This is an optimization exercise on Yosys and OpenROAD, whose aim is small area, a short achievable clock period and few clock cycles per item, not a production implementation. Only simulation tests tie the RTL to the original design; equivalence was not proved.

===== flow/design.v =====
`timescale 1ns / 1ps
package hsh_pkg;
  localparam int CB     = 8;
  localparam int HB     = 16;
  localparam int HQ_W   = HB + 1;
  localparam int HN_W   = HQ_W + 12;
  localparam int HD_W   = 12;
  localparam int SN_W   = 2 * CB + 2;
  localparam int SD_W   = CB + 1;
  localparam int NUM_W  = 11;
  localparam logic REG_HUE_OFFSET = 1'b0;
  typedef enum logic [1:0] {
    MAX_R,
    MAX_G,
    MAX_B
  } max_sel_t;
  typedef enum logic [2:0] {
    SEC_0,
    SEC_1,
    SEC_2,
    SEC_3,
    SEC_4,
    SEC_5
  } sector_t;
  typedef struct packed {
    logic [HN_W-1:0] hn;
    logic [HD_W-1:0] hd;
    logic [SN_W-1:0] sn;
    logic [SD_W-1:0] sd;
    logic [CB-1:0]   val;
  } div_in_t;
  typedef struct packed {
    logic [HB-1:0] hue;
    logic [CB-1:0] sat;
    logic [CB-1:0] val;
  } hsv_t;
  typedef struct packed {
    logic [CB-1:0] red;
    logic [CB-1:0] green;
    logic [CB-1:0] blue;
    logic [HB-1:0] hue;
    logic [CB-1:0] sat;
    logic [CB-1:0] val;
  } pix_t;
endpackage
`timescale 1ns / 1ps
module hsh_hsv_front (
  input  logic                  clk,
  input  logic                  rst_n,
  input  logic                  en,
  input  logic                  in_valid,
  input  logic [7:0]            red,
  input  logic [7:0]            green,
  input  logic [7:0]            blue,
  output logic                  out_valid,
  output hsh_pkg::div_in_t      div_in
);
  hsh_pkg::max_sel_t          maxsel;
  logic [7:0]                 vmax;
  logic [7:0]                 vmin;
  logic [7:0]                 delta;
  logic [hsh_pkg::NUM_W-1:0]  six_d;
  logic [hsh_pkg::NUM_W-1:0]  num;
  logic [15:0]                d255;
  logic                       valid_r;
  hsh_pkg::div_in_t           div_in_r;
  hsh_pkg::div_in_t           div_in_nxt;
  always_comb begin
    if (red >= green && red >= blue) begin
      maxsel = hsh_pkg::MAX_R;
      vmax   = red;
    end else if (green >= blue) begin
      maxsel = hsh_pkg::MAX_G;
      vmax   = green;
    end else begin
      maxsel = hsh_pkg::MAX_B;
      vmax   = blue;
    end
    vmin = (red < green) ? red : green;
    if (blue < vmin) begin
      vmin = blue;
    end
  end
  assign delta = vmax - vmin;
  assign six_d = {1'b0, delta, 2'b00} + {2'b00, delta, 1'b0};
  always_comb begin
    unique case (maxsel)
      hsh_pkg::MAX_R: begin
        if (green >= blue) begin
          num = {3'b000, green} - {3'b000, blue};
        end else begin
          num = {3'b000, green} + six_d - {3'b000, blue};
        end
      end
      hsh_pkg::MAX_G: num = {3'b000, blue} + {2'b00, delta, 1'b0} - {3'b000, red};
      default:        num = {3'b000, red} + {1'b0, delta, 2'b00} - {3'b000, green};
    endcase
  end
  assign d255 = {delta, 8'h00} - {8'h00, delta};
  always_comb begin
    div_in_nxt.hn  = {1'b0, num, {hsh_pkg::HQ_W{1'b0}}}
                     + {{(hsh_pkg::HN_W - hsh_pkg::NUM_W){1'b0}}, six_d};
    div_in_nxt.hd  = (delta == 8'd0) ? hsh_pkg::HD_W'(12) : {six_d, 1'b0};
    div_in_nxt.sn  = {1'b0, d255, 1'b0} + {10'd0, vmax};
    div_in_nxt.sd  = (vmax == 8'd0) ? hsh_pkg::SD_W'(2) : {vmax, 1'b0};
    div_in_nxt.val = vmax;
  end
  always_ff @(posedge clk) begin
    if (!rst_n) begin
      valid_r <= 1'b0;
    end else if (en) begin
      valid_r <= in_valid;
    end
  end
  always_ff @(posedge clk) begin
    if (en) begin
      div_in_r <= div_in_nxt;
    end
  end
  assign out_valid = valid_r;
  assign div_in    = div_in_r;
endmodule
`timescale 1ns / 1ps
module hsh_div_pipe (
  input  logic              clk,
  input  logic              rst_n,
  input  logic              en,
  input  logic              in_valid,
  input  hsh_pkg::div_in_t  div_in,
  output logic              out_valid,
  output hsh_pkg::hsv_t     hsv
);
  localparam int NS  = hsh_pkg::HQ_W;
  localparam int HW  = hsh_pkg::HN_W + hsh_pkg::HQ_W;
  localparam int SW  = hsh_pkg::SN_W + hsh_pkg::HQ_W;
  logic                       vld_r  [NS];
  logic [hsh_pkg::HN_W-1:0]   hrem_r [NS];
  logic [hsh_pkg::HD_W-1:0]   hden_r [NS];
  logic [hsh_pkg::HQ_W-1:0]   hq_r   [NS];
  logic [hsh_pkg::SN_W-1:0]   srem_r [NS];
  logic [hsh_pkg::SD_W-1:0]   sden_r [NS];
  logic [hsh_pkg::HQ_W-1:0]   sq_r   [NS];
  logic [hsh_pkg::CB-1:0]     val_r  [NS];
  for (genvar i = 0; i < NS; i++) begin : g_stage
    localparam int K = NS - 1 - i;
    logic                     vld_in;
    logic [hsh_pkg::HN_W-1:0] hrem_in;
    logic [hsh_pkg::HD_W-1:0] hden_in;
    logic [hsh_pkg::HQ_W-1:0] hq_in;
    logic [hsh_pkg::SN_W-1:0] srem_in;
    logic [hsh_pkg::SD_W-1:0] sden_in;
    logic [hsh_pkg::HQ_W-1:0] sq_in;
    logic [hsh_pkg::CB-1:0]   val_in;
    logic [HW-1:0]            hsh;
    logic [SW-1:0]            ssh;
    logic                     hge;
    logic                     sge;
    logic [hsh_pkg::HQ_W-1:0] hq_nxt;
    logic [hsh_pkg::HQ_W-1:0] sq_nxt;
    if (i == 0) begin : g_first
      assign vld_in  = in_valid;
      assign hrem_in = div_in.hn;
      assign hden_in = div_in.hd;
      assign hq_in   = '0;
      assign srem_in = div_in.sn;
      assign sden_in = div_in.sd;
      assign sq_in   = '0;
      assign val_in  = div_in.val;
    end else begin : g_next
      assign vld_in  = vld_r[i-1];
      assign hrem_in = hrem_r[i-1];
      assign hden_in = hden_r[i-1];
      assign hq_in   = hq_r[i-1];
      assign srem_in = srem_r[i-1];
      assign sden_in = sden_r[i-1];
      assign sq_in   = sq_r[i-1];
      assign val_in  = val_r[i-1];
    end
    assign hsh = {{(HW - hsh_pkg::HD_W){1'b0}}, hden_in} << K;
    assign ssh = {{(SW - hsh_pkg::SD_W){1'b0}}, sden_in} << K;
    assign hge = {{hsh_pkg::HQ_W{1'b0}}, hrem_in} >= hsh;
    assign sge = {{hsh_pkg::HQ_W{1'b0}}, srem_in} >= ssh;
    always_comb begin
      hq_nxt    = hq_in;
      hq_nxt[K] = hge;
      sq_nxt    = sq_in;
      sq_nxt[K] = sge;
    end
    always_ff @(posedge clk) begin
      if (!rst_n) begin
        vld_r[i] <= 1'b0;
      end else if (en) begin
        vld_r[i] <= vld_in;
      end
    end
    always_ff @(posedge clk) begin
      if (en) begin
        hrem_r[i] <= hge ? hrem_in - hsh[hsh_pkg::HN_W-1:0] : hrem_in;
        srem_r[i] <= sge ? srem_in - ssh[hsh_pkg::SN_W-1:0] : srem_in;
        hden_r[i] <= hden_in;
        sden_r[i] <= sden_in;
        hq_r[i]   <= hq_nxt;
        sq_r[i]   <= sq_nxt;
        val_r[i]  <= val_in;
      end
    end
  end
  assign out_valid = vld_r[NS-1];
  assign hsv.hue   = hq_r[NS-1][hsh_pkg::HB-1:0];
  assign hsv.sat   = sq_r[NS-1][hsh_pkg::CB-1:0];
  assign hsv.val   = val_r[NS-1];
endmodule
`timescale 1ns / 1ps
module hsh_hsv_back (
  input  logic                  clk,
  input  logic                  rst_n,
  input  logic                  en,
  input  logic                  in_valid,
  input  hsh_pkg::hsv_t         hsv,
  input  logic [15:0]           hue_offset,
  output logic                  out_valid,
  output hsh_pkg::pix_t         pix
);
  logic [15:0]       h2;
  logic [18:0]       scaled;
  logic              v1_r;
  hsh_pkg::hsv_t     hsv1_r;
  hsh_pkg::sector_t  sec1_r;
  logic [16:0]       t1_r;
  logic [16:0]       t1_nxt;
  logic [15:0]       vs1_r;
  assign h2     = hsv.hue + hue_offset;
  assign scaled = {3'b000, h2} * 19'd6;
  assign t1_nxt = scaled[16] ? (17'h10000 - {1'b0, scaled[15:0]})
                             : {1'b0, scaled[15:0]};
  always_ff @(posedge clk) begin
    if (en) begin
      hsv1_r <= hsv;
      sec1_r <= hsh_pkg::sector_t'(scaled[18:16]);
      t1_r   <= t1_nxt;
      vs1_r  <= hsv.val * hsv.sat;
    end
  end
  logic              v2_r;
  hsh_pkg::hsv_t     hsv2_r;
  hsh_pkg::sector_t  sec2_r;
  logic [32:0]       p2_r;
  logic [15:0]       m2_r;
  always_ff @(posedge clk) begin
    if (en) begin
      hsv2_r <= hsv1_r;
      sec2_r <= sec1_r;
      p2_r   <= {17'd0, vs1_r} * {16'd0, t1_r};
      m2_r   <= {hsv1_r.val, 8'h00} - {8'h00, hsv1_r.val} - vs1_r;
    end
  end
  logic              v3_r;
  hsh_pkg::hsv_t     hsv3_r;
  hsh_pkg::sector_t  sec3_r;
  logic [33:0]       xsum;
  logic [16:0]       wx3_r;
  logic [16:0]       wm3_r;
  assign xsum = {2'b00, m2_r, 16'h0000} + {1'b0, p2_r} + 34'h7F8000;
  always_ff @(posedge clk) begin
    if (en) begin
      hsv3_r <= hsv2_r;
      sec3_r <= sec2_r;
      wx3_r  <= xsum[32:16];
      wm3_r  <= {1'b0, m2_r} + 17'd127;
    end
  end
  logic              v4_r;
  hsh_pkg::hsv_t     hsv4_r;
  hsh_pkg::sector_t  sec4_r;
  logic [16:0]       wx4_r;
  logic [16:0]       wm4_r;
  logic [25:0]       px;
  logic [25:0]       pm;
  logic [8:0]        qx4_r;
  logic [8:0]        qm4_r;
  assign px = {9'd0, wx3_r} * 26'd257;
  assign pm = {9'd0, wm3_r} * 26'd257;
  always_ff @(posedge clk) begin
    if (en) begin
      hsv4_r <= hsv3_r;
      sec4_r <= sec3_r;
      wx4_r  <= wx3_r;
      wm4_r  <= wm3_r;
      qx4_r  <= px[24:16];
      qm4_r  <= pm[24:16];
    end
  end
  logic [16:0]       rx;
  logic [16:0]       rm;
  logic [8:0]        qx;
  logic [8:0]        qm;
  logic [7:0]        xv;
  logic [7:0]        mv;
  logic [7:0]        cv;
  logic              v5_r;
  hsh_pkg::pix_t     pix_r;
  hsh_pkg::pix_t     pix_nxt;
  assign rx = wx4_r - ({qx4_r, 8'h00} - {8'h00, qx4_r});
  assign rm = wm4_r - ({qm4_r, 8'h00} - {8'h00, qm4_r});
  assign qx = (rx >= 17'd255) ? qx4_r + 9'd1 : qx4_r;
  assign qm = (rm >= 17'd255) ? qm4_r + 9'd1 : qm4_r;
  assign xv = qx[8] ? 8'hFF : qx[7:0];
  assign mv = qm[8] ? 8'hFF : qm[7:0];
  assign cv = hsv4_r.val;
  always_comb begin
    pix_nxt.hue = hsv4_r.hue;
    pix_nxt.sat = hsv4_r.sat;
    pix_nxt.val = hsv4_r.val;
    unique case (sec4_r)
      hsh_pkg::SEC_0: begin
        pix_nxt.red = cv; pix_nxt.green = xv; pix_nxt.blue = mv;
      end
      hsh_pkg::SEC_1: begin
        pix_nxt.red = xv; pix_nxt.green = cv; pix_nxt.blue = mv;
      end
      hsh_pkg::SEC_2: begin
        pix_nxt.red = mv; pix_nxt.green = cv; pix_nxt.blue = xv;
      end
      hsh_pkg::SEC_3: begin
        pix_nxt.red = mv; pix_nxt.green = xv; pix_nxt.blue = cv;
      end
      hsh_pkg::SEC_4: begin
        pix_nxt.red = xv; pix_nxt.green = mv; pix_nxt.blue = cv;
      end
      default: begin
        pix_nxt.red = cv; pix_nxt.green = mv; pix_nxt.blue = xv;
      end
    endcase
  end
  always_ff @(posedge clk) begin
    if (en) begin
      pix_r <= pix_nxt;
    end
  end
  always_ff @(posedge clk) begin
    if (!rst_n) begin
      v1_r <= 1'b0;
      v2_r <= 1'b0;
      v3_r <= 1'b0;
      v4_r <= 1'b0;
      v5_r <= 1'b0;
    end else if (en) begin
      v1_r <= in_valid;
      v2_r <= v1_r;
      v3_r <= v2_r;
      v4_r <= v3_r;
      v5_r <= v4_r;
    end
  end
  assign out_valid = v5_r;
  assign pix       = pix_r;
endmodule
`timescale 1ns / 1ps
module rgb_hue_shifter (
  input  logic        clk,
  input  logic        rst_n,
  input  logic        in_tvalid,
  output logic        in_tready,
  input  logic [23:0] in_tdata,    
  output logic        out_tvalid,
  input  logic        out_tready,
  output logic [55:0] out_tdata,   
  input  logic        cfg_psel,
  input  logic        cfg_penable,
  input  logic        cfg_pwrite,
  input  logic [2:0]  cfg_paddr,
  input  logic [31:0] cfg_pwdata,
  output logic [31:0] cfg_prdata,
  output logic        cfg_pready
);
  logic              en;
  logic              cfg_wr;
  logic [15:0]       hue_offset_r;
  logic [15:0]       hue_offset_nxt;
  logic              f_valid;
  hsh_pkg::div_in_t  f_div;
  logic              d_valid;
  hsh_pkg::hsv_t     d_hsv;
  hsh_pkg::pix_t     pix;
  assign en        = !out_tvalid || out_tready;
  assign in_tready = en;
  assign cfg_pready = 1'b1;
  assign cfg_wr     = cfg_psel && cfg_penable && cfg_pwrite
                      && (cfg_paddr[2] == hsh_pkg::REG_HUE_OFFSET);
  assign hue_offset_nxt = cfg_wr ? cfg_pwdata[15:0] : hue_offset_r;
  always_ff @(posedge clk) begin
    if (!rst_n) begin
      hue_offset_r <= 16'h0000;
    end else begin
      hue_offset_r <= hue_offset_nxt;
    end
  end
  assign cfg_prdata = (cfg_paddr[2] == hsh_pkg::REG_HUE_OFFSET) ? {16'h0000, hue_offset_r}
                                                                 : 32'h0000_0000;
  hsh_hsv_front u_front (
    .clk       (clk),
    .rst_n     (rst_n),
    .en        (en),
    .in_valid  (in_tvalid),
    .red       (in_tdata[7:0]),
    .green     (in_tdata[15:8]),
    .blue      (in_tdata[23:16]),
    .out_valid (f_valid),
    .div_in    (f_div)
  );
  hsh_div_pipe u_div (
    .clk       (clk),
    .rst_n     (rst_n),
    .en        (en),
    .in_valid  (f_valid),
    .div_in    (f_div),
    .out_valid (d_valid),
    .hsv       (d_hsv)
  );
  hsh_hsv_back u_back (
    .clk        (clk),
    .rst_n      (rst_n),
    .en         (en),
    .in_valid   (d_valid),
    .hsv        (d_hsv),
    .hue_offset (hue_offset_r),
    .out_valid  (out_tvalid),
    .pix        (pix)
  );
  assign out_tdata = {pix.val, pix.sat, pix.hue, pix.blue, pix.green, pix.red};
endmodule

===== flow/run.sh =====
#!/bin/bash
# synth_recipe.tcl (not shown) runs the flow's synth.tcl, then flattens the netlist and writes it again
# the make line also repeats each setting of config.mk as NAME=value (left out here)
make -C /OpenROAD-flow-scripts/flow DESIGN_CONFIG=/design/flow/config.mk WORK_HOME=/design/flow/orfs CLKGATE_MAP_FILE= SYNTH_SCRIPT=/design/flow/synth_recipe.tcl finish

===== flow/config.mk =====
export PLATFORM = sky130hd
export DESIGN_NAME = rgb_hue_shifter
export DESIGN_NICKNAME = rgb_hue_shifter
export VERILOG_FILES = /design/flow/design.v
export SDC_FILE = /design/flow/constraint.sdc
export NUM_CORES = 4
export LEC_CHECK = 0
export CAP_MARGIN = 20
export CORE_MARGIN = 2
export CORE_UTILIZATION = 40
export SLEW_MARGIN = 20

===== flow/constraint.sdc =====
create_clock -name core_clock -period 10.0 [get_ports {clk}]
set_input_delay 2.0000 -clock core_clock [delete_from_list [all_inputs] [get_ports {clk}]]
set_output_delay 2.0000 -clock core_clock [all_outputs]
set_load 0.01 [all_outputs]

==> flow_summary.toml <==
[run_status]
outcome = "finished clean"

[worst_setup_path]
timing.critical_path.slowest_cell_delay_ps = 480
path_max_fanout = 7
crit_required_ps = 10540
timing_worst_setup_path_type = "in2reg"
ff2ff_setup_slack_ps = 2380
cpMaxStageDelayCell = "sky130_fd_sc_hd__clkdlybuf4s50_1"
cp_data_arrival_time_ps = 9950
worstSetupEndpointType = "flip-flop"
startpoint_type = "input port"
cpMostUsedCell = "sky130_fd_sc_hd__ha_1"

[clocking]
cts_sinks = 1740
clock_tree.htree_level_count = 4
cts.clk_slew.worst_paths_ps = 60
clock_path_buffers = 3
cts_inserted_buffers = 184
ctsRootBufferMaster = "sky130_fd_sc_hd__clkbuf_16"
tritoncts = "done"
cts_post_setup_buffers_inserted = 0
clk_latency_ps = 820

[detailed_routing]
drtIter0Drc = 3159
postRouteWirelength_mm = 184
drcViolationCount = 0
drt-vias-per-instance = 5.02
wl_per_cell_microns = 16.2
detail-route-antenna-nets = 0
routed-via-count = 56700
firstDrtPassIters = 5

[sta]
achievable-frequency_ghz = 0.106
skew_ps = 59.6
tightestPinTransition_ps = 1120
count_of_final_setup_violators = 0
drv_slew = 0
setup-tns-final_ps = 0
rsz0062_at_grt = "false"
final-hold-violation-count = 0
slew_headroom = 0.252
finalWorstPathRequiredPeriod_ps = 9410
post-route-worst-setup-slack_ps = 589
fin_crit_sh = 0.941

[final_layout]
antenna-diode-count = 0
fraction_of_layout_cells_with_a_size_suffix_above_1 = 0.0663
area_delta_synth_final_pct = 12.9
finish.cell_count_without_fillers = 11300
layout.nets = 9091
fillers = 20900

[placed_design]
gpl.final_weighted_congestion = 0.879
dp.final_hpwl_mm = 135
dp_worst_setup_slack_ps = -380
dpl.cell_count = 11000
io_buffer_count = 121

[yosys]
postSynthCellCount = 7685
yosys-top-cells-count = "1701 x sky130_fd_sc_hd__edfxtp_1, 951 x sky130_fd_sc_hd__inv_1, 716 x sky130_fd_sc_hd__ha_1"
post_synth_num_cell_types = 95
synth_ff_type = "sky130_fd_sc_hd__edfxtp_1"
netlist_area_sq_um = 94000
synth.largest_area_cell = "sky130_fd_sc_hd__edfxtp_1"
number_of_flops_mapped_to_enable_cells_by_yosys = 1701
async_set_reset_flop_share_out_of_synthesis = 0
netlist.area_leader.share = 0.543
yosys_warnings = 12
synth-seq-cells = 1740
avgSynthCellArea_sq_um = 12.2
synth_seq_area_share = 0.552
yosys-top-cells-area = "sky130_fd_sc_hd__edfxtp_1 54%, sky130_fd_sc_hd__ha_1 9.5%, sky130_fd_sc_hd__fa_1 6.1%"
yosysMostFrequentCell = "sky130_fd_sc_hd__edfxtp_1"

[global_routing]
grt.busiest_layer = "met2"
grt_pass1_vias = 57700
grt_util_met2 = 0.272
use_met3 = 0.0224
grt_first_pass_wirelength_mm = 296
grt_overflow_total = 0
grt_max_degree = 162
groute.layer.met1.usage = 0.190
grt_antenna_before_repair = 1
grtUsageTotal = 0.153

[floorplan]
num_rows = 177
initial_core_util = 0.403
die-area_sq_um = 239000
die_width_microns = 489
die_height_microns = 489
top_level_ports = 157
core_area_sq_um = 233000

[flow_run]
timing.max_cap.violations = 0

[min_path]
hp-class = "reg2reg"
-- metal layers --
metal,vias up,part of all wire
li1,28000,-
met4,0,0.030
met3,306,0.038
met5,-,0
met1,27500,0.44
met2,965,0.50
-- state kept, by name, indices dropped and copies added, names as in the netlist, 56 cells and up --
| register | cells |
|---|---|
| u_back.pix_r | 56 |
| u_div.hden_r | 160 |
| u_div.hq_r | 136 |
| u_div.hrem_r | 421 |
| u_div.sden_r | 128 |
| u_div.srem_r | 277 |
| u_div.val_r | 131 |
| u_front.div_in_r | 64 |
-- worst max-delay path: cells and delay by family --
kind | cells | cell delay, ps
buffers and inverters | 6 | 1270
AO/OA/AOI/OAI | 11 | 2160
adder cells (fa/ha/maj) | 6 | 1990
multiplexers | 2 | 650
AND/OR/NAND/NOR | 7 | 1110
XOR/XNOR | 4 | 760
-- what timing repair did --
item	CTS	global route
gates resized for setup	0	1
endpoints found under the setup margin	0	2
hold buffers	0	0
-- through the flow --
stage | hold WS [ps] | util | area (sq um)
after detailed placement | 405 | 0.428 | 99800
after global placement | 400 | 0.428 | 99800
after CTS | 352 | 0.455 | 106000
final | 359 | 0.455 | 106000
after global routing | 358 | 0.455 | 106000
after floorplan | 400 | - | 94100
-- cell type report --
| type | count | area, sq um | area share |
|---|---|---|---|
| sequential | 1740 | 51900 | 0.489 |
| multi-input combinational | 4858 | 38000 | 0.358 |
| clock buffer | 226 | 4800 | 0.0453 |
| tap | 3132 | 3920 | 0.0369 |
| inverter | 957 | 3600 | 0.0339 |
| timing repair buffer | 280 | 2430 | 0.0229 |
| clock inverter | 114 | 1480 | 0.0139 |
-- worst paths after layout --
kind,startpoint,to,cells past startpoint
hold / removal,u_div.hq_r[8][15],u_div.hq_r[9][15],0
hold reg to reg,u_div.hq_r[8][15],u_div.hq_r[9][15],0
setup / recovery,in_tdata[13],u_front.div_in_r[73],36
setup reg to reg,u_back.vs1_r[2],u_back.p2_r[27],22
-- logic make-up after synthesis --
logic type | synth area share
AND/OR/NAND/NOR | 0.108
flip-flops | 0.552
AO/OA/AOI/OAI | 0.0830
buffers and inverters | 0.0448
adder cells (fa/ha/maj) | 0.157
XOR/XNOR | 0.0452
multiplexers | 0.0105
other | 0.0000799
-- placed cells by master (no fill, tap or decap), drive strengths merged, types with 120 or more instances in the layout --
| cell | count |
|---|---|
| buf | 160 |
| nand2 | 652 |
| xor2 | 183 |
| nor2 | 411 |
| ha | 716 |
| nor3 | 141 |
| nor2b | 122 |
| a21boi | 131 |
| and2 | 140 |
| edfxtp | 1701 |
| clkbuf | 226 |
| o21ai | 329 |
| fa | 288 |
| inv | 963 |
| clkdlybuf4s50 | 120 |
| a21oi | 305 |
| xnor2 | 299 |
| a21o | 130 |
Testbench counts, summed over its fixed seeds: cycles 32,952, items 32,768.

what the ideal ports hide:
How much do the figures lean on ideal ports? The routed layout below was timed once more, with nothing changed but the port constraints. Step 1, drivers: a clkbuf_16 drives clk and a buf_2 each remaining input, both assumed. Step 2 also shifts input and output timing later by t, the mid clock arrival at the registers, as if the neighbouring blocks saw the same clock. Slacks: ideal ports / drivers / drivers and shift; pairs: ideal ports / drivers.
t, ns: 0.883
setup WS [ns]: 0.589 / 0.645 / -0.239
hold WS [ns]: 0.359 / 0.359 / 0.359
latest minus earliest clock arrival (ns): 0.071 / 0.071
worst slew at a driven data input, ns: 0.04
With both steps, setup timing fails in this run, where it was met with ideal ports. For this run, drivers alone change the setup slack by +0.056 ns; drivers and shift together by -0.828 ns.
